Source: an optimization exercise on an open RTL-to-GDS flow (aim: small area, a short achievable clock period and few clock cycles per item). Production flows keep margins and buffers that such runs may drop.
In this exercise RTL edits were held to simulation tests only and were not proved equivalent to the original.
Power figures rest on the tool's default switching activity, not on a simulated workload.

Design matmult_result_serializer, start of the top module:
module matmult_result_serializer #(
  parameter int DATA_W = 64,
  parameter int N_ELEM = 25
) (
  input  logic                       clk,
  input  logic                       rst,
  input  logic                       in_valid,
  output logic                       in_accept,
  input  logic [N_ELEM*DATA_W-1:0]   in_c,
  output logic                       out_valid,
  input  logic                       out_ready,
  output logic [DATA_W-1:0]          out_data,
  output logic [4:0]                 out_index,
  output logic                       out_last,
  output logic [DATA_W-1:0]          out_sum,
  output logic                       out_sum_valid
);
Size: ~1800 flip-flops, about 1700 I/O pins.
export LEC_CHECK = 0
export CAP_MARGIN = 20
export CORE_AREA = 5 5 435 435
export CTS_BUF_LIST = sky130_fd_sc_hd__clkbuf_8
export CTS_CLUSTER_SIZE = 24
export DIE_AREA = 0 0 440 440
export SETUP_SLACK_MARGIN = 4.0
export SLEW_MARGIN = 20
create_clock -name core_clock -period 7.0 [get_ports {clk}]
standard.sh (not shown) runs the stock make flow with config.mk's settings and CLKGATE_MAP_FILE= SYNTH_SCRIPT=/design/flow/synth_recipe.tcl, a recipe that flattens the netlist after the stock synthesis.
==> flow/flow/run.sh <==
#!/bin/bash
# Standard ORFS layout (the standard.sh), with the port buffers made from
# sky130_fd_sc_hd__buf_1 instead of the delay-buffer cell buffer_ports picks by default,
# and IO pins allowed one routing track apart so a smaller die holds all 1741 of them.
set -euo pipefail
export BUFFER_PORTS_ARGS="-buffer_cell sky130_fd_sc_hd__buf_1"
export PLACE_PINS_ARGS="-min_distance 1 -min_distance_in_tracks"
bash standard.sh > standard_make.log 2>&1
The baseline finished with timing, DRC and antenna clean.
Testbench counts at the start, summed over its fixed seeds: cycles 8,016, items 320.
Rerun with:
CORE_AREA = 5 5 395 395   (was 5 5 435 435)
CTS_BUF_LIST = default   (was sky130_fd_sc_hd__clkbuf_8)
CTS_CLUSTER_SIZE = default   (was 24)
DIE_AREA = 0 0 400 400   (was 0 0 440 440)
SETUP_SLACK_MARGIN = 3.8   (was 4.0)
What happened: The new run never finished: it broke off in global routing; area after synthesis is unchanged; synthesized cell count stays the same.
Rerun with:
==> flow/flow/run.sh (replaced) <==
#!/bin/bash
# Standard ORFS layout (the standard.sh), with the port buffers made from
# sky130_fd_sc_hd__buf_1 instead of the delay-buffer cell buffer_ports picks by default.
set -euo pipefail
export BUFFER_PORTS_ARGS="-buffer_cell sky130_fd_sc_hd__buf_1"
bash standard.sh > standard_make.log 2>&1
CORE_AREA = 5 5 475 475   (was 5 5 395 395)
DIE_AREA = 0 0 480 480   (was 0 0 400 400)
SETUP_SLACK_MARGIN = 4.0   (was 3.8)
Effect: Now the flow aborted during I/O pin placement; synthesized cell count stays the same; synthesized area stays the same.
Rerun with:
--- a/flow/flow/run.sh
+++ b/flow/flow/run.sh
@@ -3 +3,2 @@
-# sky130_fd_sc_hd__buf_1 instead of the delay-buffer cell buffer_ports picks by default.
+# sky130_fd_sc_hd__buf_1 instead of the delay-buffer cell buffer_ports picks by default,
+# and IO pins allowed one routing track apart so a smaller die holds all 1741 of them.
@@ -5,0 +7 @@
+export PLACE_PINS_ARGS="-min_distance 1 -min_distance_in_tracks"
CORE_AREA = 5 5 435 435   (was 5 5 475 475)
DIE_AREA = 0 0 440 440   (was 0 0 480 480)
With this change the flow produced a clean layout.
Synthesized area is unchanged.
Synthesized cell count is unchanged.
Rerun with:
CORE_AREA = 5 5 415 415   (was 5 5 435 435)
DIE_AREA = 0 0 420 420   (was 0 0 440 440)
- non-clock buffer count shrinks by 5
- core utilization is higher by 4.2 points
- setup slack loses 0.035 ns
- final area falls by 0.49%
- routed wire length stays flat
- hold slack got worse by 0.0060 ns
- total power goes down by 0.69%
- clock power stays flat
- critical path depth stays the same
Rerun with:
CORE_AREA = 5 5 435 435   (was 5 5 415 415)
DIE_AREA = 0 0 440 440   (was 0 0 420 420)
SETUP_SLACK_MARGIN = 4.5   (was 4.0)
Outcome: Wire length rose by 3.7%; core utilization fell by 2.4 points; sequential power stays flat.

* * *

== v43 ==
Another version of the RTL of matmult_result_serializer (not shown whole).
Size: about 3700 cells after synthesis, ~1800 flip-flops, roughly 66000 um2 of cells after synthesis.
Settings: LEC_CHECK=0, CAP_MARGIN=20, CORE_AREA=10 10 630 630, DIE_AREA=0 0 640 640, SLEW_MARGIN=20; clock period 7.0 ns.
run.sh (not shown) runs the stock make flow with config.mk's settings and CLKGATE_MAP_FILE= SYNTH_SCRIPT=/design/flow/synth_recipe.tcl, a recipe that flattens the netlist after the stock synthesis.
Stock flow here: none of the scripts above is used.
Testbench counts of v43, summed over its fixed seeds: cycles 8,016, items 320.
#### Input delta (v6 over v43)
Settings: putting SETUP_SLACK_MARGIN at 4.0 where nothing was set.
==> flow/flow/run.sh (new file) <==
#!/bin/bash
# Standard ORFS layout (the standard.sh), with the port buffers made from
# sky130_fd_sc_hd__buf_1 instead of the delay-buffer cell buffer_ports picks by default.
set -euo pipefail
export BUFFER_PORTS_ARGS="-buffer_cell sky130_fd_sc_hd__buf_1"
bash standard.sh > standard_make.log 2>&1
==> flow/standard.sh (new file) <==
#!/bin/bash
# synth_recipe.tcl (not shown) runs the flow's synth.tcl, then flattens the netlist and writes it again
# the make line also repeats each setting of config.mk as NAME=value (left out here)
make -C /OpenROAD-flow-scripts/flow DESIGN_CONFIG=/design/flow/config.mk WORK_HOME=/design/flow/orfs CLKGATE_MAP_FILE= SYNTH_SCRIPT=/design/flow/synth_recipe.tcl "${@:-finish}"
removed: flow/run.sh
[summary]
Taking v43 as the reference point, the final critical path time including I/O delays and setup of v6 falls by 0.81 ns. v43 -> v6: cell area decreased by a few percent. Overall power consumption improves in v6 relative to v43.
What v47 does differently from v6 at the input level:
==> flow/run.sh (new file) <==
#!/bin/bash
# synth_recipe.tcl (not shown) runs the flow's synth.tcl, then flattens the netlist and writes it again
# the make line also repeats each setting of config.mk as NAME=value (left out here)
make -C /OpenROAD-flow-scripts/flow DESIGN_CONFIG=/design/flow/config.mk WORK_HOME=/design/flow/orfs CLKGATE_MAP_FILE= SYNTH_SCRIPT=/design/flow/synth_recipe.tcl finish
removed: flow/flow/run.sh
removed: flow/standard.sh
--- outcome ---
Having completed the whole flow, v6 delivered a layout that passed the timing, design-rule and antenna checks. v47 went all the way through synthesis, placement and routing and the layout is clean on timing, DRC and antenna. Final cycle utilization of the critical path down 1.7 points in v47 wrt v6. Mean routed wirelength per cell, v47 and v6, lower one = v6. Against v6, v47 comes in 9.2 mm higher on wire length after detailed routing. Global-route wire length before repair of v47 exceeds that of v6 by a few percent.

* * *

matmult_result_serializer, a different RTL version from the one above (not shown whole).
Size in the first run: roughly 1800 flip-flops, ~1700 I/O pins, roughly 67000 µm² of cells after synthesis.
export LEC_CHECK = 0
export CAP_MARGIN = 20
export CORE_AREA = 5 5 435 435
export DIE_AREA = 0 0 440 440
export SETUP_SLACK_MARGIN = 4.2
export SLEW_MARGIN = 20
create_clock -name core_clock -period 7.0 [get_ports {clk}]
standard.sh (not shown) runs the stock make flow with config.mk's settings and CLKGATE_MAP_FILE= SYNTH_SCRIPT=/design/flow/synth_recipe.tcl, a recipe that flattens the netlist after the stock synthesis.
==> flow/flow/run.sh <==
#!/bin/bash
# Standard ORFS layout (the standard.sh), with the port buffers made from
# sky130_fd_sc_hd__buf_1 instead of the delay-buffer cell buffer_ports picks by default,
# and IO pins allowed one routing track apart so a smaller die holds all 1741 of them.
set -euo pipefail
export BUFFER_PORTS_ARGS="-buffer_cell sky130_fd_sc_hd__buf_1"
export PLACE_PINS_ARGS="-min_distance 1 -min_distance_in_tracks"
bash standard.sh > standard_make.log 2>&1
The starting point completed with no timing, DRC or antenna violations.
Testbench counts at the start, summed over its fixed seeds: cycles 8,016, items 320.
Rerun with:
- CTS_CLUSTER_DIAMETER: not set -> 60
- CTS_CLUSTER_SIZE: not set -> 30
- SETUP_SLACK_MARGIN: 4.2 -> 4.0
Combinational power drops by 12%. Total power is lower by 6.1%. Worst hold slack gains 0.0044 ns. Clock skew decreases by 0.023 ns. Die area stays the same.
Rerun with:
- SETUP_SLACK_MARGIN: 4.0 -> 4.2
Result:
- clock power barely changes
- total power grows by 1.2%
- cell area grows by about 3%
- via count grows by about 1.4%
- hold slack hardly moves
- final cell count grows by 1.4%
- count of clock-buffer cells in the layout is unchanged
- routed wire length grows by 1.4%
Rerun with:
- CTS_CLUSTER_DIAMETER: 60 -> not set
- CTS_CLUSTER_SIZE: 30 -> not set
- SETUP_SLACK_MARGIN: 4.2 -> 4.0
After rerunning: Power rises by 4.1%; sequential power barely changes; setup slack is worse by 0.077 ns; first-iteration DRC count climbs by 5.4%; via count goes down by 0.49%; cell area decreases by 1.4%; clock-buffer cell count went up by 95.

* * *

## before
RTL: one of the versions met above, not the one the previous note started from.
Size in the first run: about 1,800 flip-flops, roughly 0.066 mm² of cells after synthesis.
==> flow/config.mk <==
export PLATFORM = sky130hd
export DESIGN_NAME = matmult_result_serializer
export DESIGN_NICKNAME = matmult_result_serializer
export VERILOG_FILES = /design/flow/design.v
export SDC_FILE = /design/flow/constraint.sdc
export NUM_CORES = 4
export LEC_CHECK = 0
export CAP_MARGIN = 20
export CORE_AREA = 5 5 435 435
export DIE_AREA = 0 0 440 440
export SETUP_SLACK_MARGIN = 3.8
export SLEW_MARGIN = 20
==> flow/constraint.sdc <==
create_clock -name core_clock -period 7.0 [get_ports {clk}]
set_input_delay 1.4000 -clock core_clock [delete_from_list [all_inputs] [get_ports {clk}]]
set_output_delay 1.4000 -clock core_clock [all_outputs]
set_load 0.01 [all_outputs]
Scripts as last shown in full above: flow/flow/run.sh
Testbench counts of before, summed over its fixed seeds: cycles 8,016, items 320.
What after does differently from before at the input level:
Settings: SETUP_SLACK_MARGIN: 3.8 -> 4.0; CTS_CLUSTER_DIAMETER: unset -> 60; CTS_CLUSTER_SIZE: unset -> 30.
Notes after the runs:
- Compared after against before; area growth from synthesis to layout within noise.
- Changes observed in after relative to before: post-route clock period utilization went down 1.3 points, worst-case setup margin in the final layout went up 88 ps, amount of wire on met2 after detailed routing went down about 1.4%, met2 usage in global routing went down 0.90 points.
- Higher share of final layout cell area taken by non-clock buffers was reported by after, not before.
- Looking at commonest non-fill, non-tap cell in the layout, the sky130_fd_sc_hd__buf_1 result is from before; the sky130_fd_sc_hd__edfxtp_1 one comes from after.

-- port drivers added, routing unchanged --
No port has a modelled driver above. Below, the same layouts with a new extraction and two added sets of constraints.
Step 1: set_driving_cell puts a clkbuf_16 on clk and a buf_2 on each other input, an assumption about the parent block.
Step 2 adds t to the input delays and takes it off the output delays; t is the mean of the earliest and latest rising clock arrival at the registers after step 1. Input paths then give back, and output paths get back, about the clock's delay inside the block.
Three values: no drivers, after step 1, after step 2; two values: the first two.
run | shift t [ns] | slack for setup (ns) | worst hold slack (ns) | worst setup path after step 2
the first run of note 1 | 1.096 | 3.795 / 3.719 / 3.522 | 0.489 / 0.447 / 0.567 | input to register
the fourth run of note 1 | 0.911 | 3.842 / 3.842 / 3.428 | 0.570 / 0.570 / 0.570 | input to register
the fifth run of note 1 | 0.916 | 3.808 / 3.808 / 3.433 | 0.564 / 0.564 / 0.564 | input to register
the sixth run of note 1 | 0.923 | 3.795 / 3.795 / 3.603 | 0.570 / 0.570 / 0.570 | input to register
v43 | 0.982 | 2.414 / 2.414 / 2.414 | 0.559 / 0.559 / 0.559 | register to register
v6 | 0.995 | 3.225 / 3.225 / 3.225 | 0.583 / 0.545 / 0.583 | register to register
v47 | 0.987 | 3.341 / 3.341 / 2.934 | 0.561 / 0.561 / 0.561 | input to register
the first run of note 3 | 0.920 | 3.916 / 3.831 / 3.419 | 0.472 / 0.472 / 0.472 | input to register
the second run of note 3 | 0.907 | 3.785 / 3.785 / 3.469 | 0.476 / 0.476 / 0.476 | input to register
the third run of note 3 | 0.903 | 3.972 / 3.888 / 3.392 | 0.476 / 0.476 / 0.476 | input to register
the fourth run of note 3 | 0.927 | 3.895 / 3.813 / 3.408 | 0.469 / 0.469 / 0.469 | input to register
before | 0.919 | 3.713 / 3.675 / 3.376 | 0.573 / 0.573 / 0.573 | input to register
after | 0.885 | 3.800 / 3.800 / 3.454 | 0.571 / 0.571 / 0.571 | input to register
After both steps every run listed still meets setup and hold. The setup slack of the third run of note 3, which loses most, moves by -0.084 ns with the drivers and by -0.580 ns with both steps.
